Background: an optimization exercise with open tools, aiming at small area, a short achievable clock period and few clock cycles per item. Do not read the settings as production practice.
The RTL was checked by simulation tests, not by an equivalence proof against the original design.
Power and IR drop assume default switching activity.

==> v3 <==
Design axil_fetch, start of the top module:
module axil_fetch #(
	parameter int K = 3
) (
	input  logic S_AXI_ACLK,
	input  logic fifo_reset,
	input  logic i_new_pc,
	input  fetch_pkg::addr_t i_pc,
	input  logic i_ready,
	output fetch_pkg::insn_t o_insn,
	output fetch_pkg::addr_t o_pc,
	output logic o_valid,
	output logic o_illegal,
	output logic M_AXI_ARVALID,
	input  logic M_AXI_ARREADY,
	output fetch_pkg::addr_t M_AXI_ARADDR,
	input  logic M_AXI_RVALID,
	output logic M_AXI_RREADY,
	input  fetch_pkg::bus_word_t M_AXI_RDATA,
	input  logic [1:0] M_AXI_RRESP
);
clock: 4.0 ns
lec_check: 0
abc_area: 1
cap_margin: 20
core_margin: 2
core_utilization: 40
setup_slack_margin: 2.0
slew_margin: 20
standard.sh (not shown) runs the stock make flow with config.mk's settings and CLKGATE_MAP_FILE= SYNTH_SCRIPT=/design/flow/synth_recipe.tcl, a recipe that flattens the netlist after the stock synthesis.
==> flow/flow/run.sh <==
#!/bin/bash
set -euo pipefail
bash standard.sh "BUFFER_PORTS_ARGS=-buffer_cell sky130_fd_sc_hd__buf_1" \
	"CTS_ARGS=-sink_clustering_enable -repair_clock_nets -dont_use_dummy_load -sink_clustering_size 30 -sink_clustering_max_diameter 60" \
	finish > standard_flow.log 2>&1
==> inputs of v39, as changes to v3 <==
--- a/flow/design.v
+++ b/flow/design.v
@@ -57,12 +57,12 @@
 	logic [CW-1:0] fcount, fcount_n;
 	logic [K-1:0] wsel;
 	logic acc, acc_live, acc_stale, ar_held;
 	logic keep, fempty, nl, can_take;
 	logic take, load, avail, free, pop, push;
-	logic o_valid_n, o_illegal_n, spec_n;
-	logic room_n, full_n, choke_n;
+	logic o_valid_n, o_illegal_n, pc2_n, spec_n;
+	logic [63:0] src;
 	logic src_err;
 	logic [31:0] lane;
 	assign M_AXI_RREADY = 1'b1;
 	assign M_AXI_ARADDR = { rq_addr, 3'b000 };
 	assign fempty = (fcount == 0);
@@ -75,26 +75,22 @@
 	assign free = load && avail && nl;
 	assign pop = load && nl && !fempty;
 	assign push = keep && !(fempty && load && nl);
 	always_comb
 	begin
-		lane = '0;
+		src = fempty ? M_AXI_RDATA : '0;
 		src_err = fempty && M_AXI_RRESP[1];
-		if (fempty && !nl)
-			lane = lane | M_AXI_RDATA[31:0];
-		if (fempty && nl)
-			lane = lane | M_AXI_RDATA[63:32];
 		for (int i = 0; i < K; i++)
 		begin
-			if (!fempty && rd_oh[i] && !nl)
-				lane = lane | buf_data[i][31:0];
-			if (!fempty && rd_oh[i] && nl)
-				lane = lane | buf_data[i][63:32];
 			if (!fempty && rd_oh[i])
+			begin
+				src = src | buf_data[i];
 				src_err = src_err | buf_err[i];
-		end
-	end
+			end
+		end
+	end
+	assign lane = nl ? src[63:32] : src[31:0];
 	assign M_AXI_ARVALID = arv_ok || (arv_spec && i_ready);
 	assign acc = M_AXI_ARVALID && M_AXI_ARREADY;
 	assign acc_stale = acc && (stale_hold || i_new_pc);
 	assign acc_live = acc && !acc_stale;
 	assign ar_held = M_AXI_ARVALID && !M_AXI_ARREADY;
@@ -164,56 +160,19 @@
 		end
 		if (i_new_pc)
 		begin
 			o_valid_n = 1'b0;
 			o_illegal_n = 1'b0;
+			pc2_n = i_pc[2];
 		end
 		else
 		begin
 			o_valid_n = load ? avail : o_valid;
 			o_illegal_n = load ? (avail && src_err) : o_illegal;
-		end
-		spec_n = !i_new_pc && (!fempty || keep)
-			&& (load ? (!nl && !src_err) : (!o_illegal && nl));
-		if (i_new_pc)
-		begin
-			room_n = 1'b1;
-			full_n = 1'b0;
-		end
-		else if (acc_live && !free)
-		begin
-			room_n = (used < CW'(K - 1));
-			full_n = (used == CW'(K - 1));
-		end
-		else if (free && !acc_live)
-		begin
-			room_n = 1'b1;
-			full_n = 1'b0;
-		end
-		else
-		begin
-			room_n = (used < CW'(K));
-			full_n = (used == CW'(K));
-		end
-		if (i_new_pc)
-		begin
-			if (acc && !M_AXI_RVALID)
-				choke_n = inflight_up[3];
-			else if (!acc && M_AXI_RVALID)
-				choke_n = inflight_dn[3];
-			else
-				choke_n = inflight[3];
-		end
-		else
-		begin
-			if (acc_stale && !rv_stale)
-				choke_n = drop_up[3];
-			else if (!acc_stale && rv_stale)
-				choke_n = drop_dn[3];
-			else
-				choke_n = drop[3];
-		end
+			pc2_n = o_pc[2] ^ take;
+		end
+		spec_n = o_valid_n && !o_illegal_n && !pc2_n && (fcount_n != 0);
 	end
 	always_ff @(posedge S_AXI_ACLK)
 	begin
 		if (fifo_reset)
 		begin
@@ -242,13 +201,14 @@
 				active <= 1'b1;
 			if (i_new_pc)
 				stale_hold <= ar_held;
 			else if (acc)
 				stale_hold <= 1'b0;
-			arv_ok <= ar_held || ((active || i_new_pc) && !choke_n && room_n);
-			arv_spec <= !ar_held && (active || i_new_pc) && !choke_n && full_n
-				&& spec_n;
+			arv_ok <= ar_held || ((active || i_new_pc) && !drop_n[3]
+				&& (used_n < CW'(K)));
+			arv_spec <= !ar_held && (active || i_new_pc) && !drop_n[3]
+				&& (used_n == CW'(K)) && spec_n;
 			wr_oh <= wr_oh_n;
 			rd_oh <= rd_oh_n;
 			fcount <= fcount_n;
 			wsel <= drop_zero_n ? wr_oh_n : '0;
 			o_valid <= o_valid_n;
==> flow/run.sh (new file) <==
#!/bin/bash
# synth_recipe.tcl (not shown) runs the flow's synth.tcl, then flattens the netlist and writes it again
# the make line also repeats each setting of config.mk as NAME=value (left out here)
make -C /OpenROAD-flow-scripts/flow DESIGN_CONFIG=/design/flow/config.mk WORK_HOME=/design/flow/orfs CLKGATE_MAP_FILE= SYNTH_SCRIPT=/design/flow/synth_recipe.tcl finish
ABC_AREA = not set   (was 1)
SETUP_SLACK_MARGIN = 2.3   (was 2.0)
removed: flow/flow/run.sh
removed: flow/standard.sh
==> inputs of v2, as changes to v3 <==
ABC_AREA = not set   (was 1)
==> run notes <==
Result of the run: v39 complete, no violations; v2 complete, no violations; v3 complete, no violations
Relative area of clock buffers and inverters in the final design: v39 0.0561; v2 0.0393; v3 0.0414
Final-layout fill cell count: v39 2,646; v2 3,138; v3 3,413
Power per Cell Area: v39 439 mW/mm^2; v2 439 mW/mm^2; v3 434 mW/mm^2
Sequential area share after synthesis: v39 0.663; v2 0.646; v3 0.625
Required time worst endpoint: v39 4460 ps; v2 3200 ps; v3 3200 ps
TritonCTS Buffers: v39 34; v2 27; v3 29
Detailed-routing iteration count for the pre-antenna-repair pass: v39 7; v2 5; v3 5
Post-layout power: v39 9.09 mW; v2 7.55 mW; v3 7.61 mW
Share of cells above drive strength 1: v39 0.388; v2 0.152; v3 0.138
Arrival @ worst endpoint: v39 2590 ps; v2 1270 ps; v3 1220 ps
Routed wire per std cell: v39 22.3 um; v2 20.3 um; v3 19.1 um
Clock Power Share: v39 0.360; v2 0.299; v3 0.311
Fraction of synthesized area in multiplexers: v39 0.0357; v2 0.0243; v3 0
Multi-input logic portion of the cell area: v39 0.274; v2 0.298; v3 0.290
Mean instance size in the synthesized netlist: v39 12.8 um^2; v2 12.6 um^2; v3 10.5 um^2
Sequential portion of the cell area: v39 0.446; v2 0.536; v3 0.526
Share of Yosys cell area claimed by the top area cell type: v39 0.622; v2 0.606; v3 0.587
Share of the synthesized area in compound gates (AO/OA/AOI/OAI): v39 0.111; v2 0.127; v3 0.102
Relative area of non-clock buffer cells in the final design: v39 0.191; v2 0.0874; v3 0.0746
Instance count on the critical path: v39 10; v2 3; v3 2
End of the critical path: v39 arv_spec; v2 o_pc[2]; v3 o_pc[2]
Reg area: v39 0.00923 mm^2; v2 0.00922 mm^2; v3 0.00921 mm^2
First-iteration detailed-routing DRC count: v39 970; v2 608; v3 954
Testbench counts of v3, summed over its fixed seeds: cycles 70,312, insns 52,201.
Testbench counts of v39, summed over its fixed seeds: cycles 70,312, insns 52,201.
Testbench counts of v2, summed over its fixed seeds: cycles 70,312, insns 52,201.

[static timing again, ports no longer ideal]
In the flow no input, the clock included, has a driving cell. The finished layouts below were timed again as built, in two steps.
Step 1: set_driving_cell puts a clkbuf_16 on S_AXI_ACLK and a buf_2 on each other input, an assumption about the parent block.
Step 2 adds t to the input delays and takes it off the output delays; t is the mean of the earliest and latest rising clock arrival at the registers after step 1. Input paths then give back, and output paths get back, about the clock's delay inside the block.
a / b / c = ideal / step 1 / step 2; a / b = the first two.
run	t, ns	setup slack, ns	hold slack, ns	slew at the worst register clock pin (ns)
v3	0.597	1.977 / 1.927 / 1.474	0.448 / 0.436 / 0.448	0.11 / 0.11
v39	0.581	1.870 / 1.834 / 1.252	0.479 / 0.479 / 0.479	0.06 / 0.06
v2	0.584	1.927 / 1.875 / 1.429	0.502 / 0.476 / 0.502	0.09 / 0.09
After both steps setup and hold are still met in every run listed. For v39, which loses most, drivers alone change the setup slack by -0.036 ns; drivers and shift together by -0.618 ns.
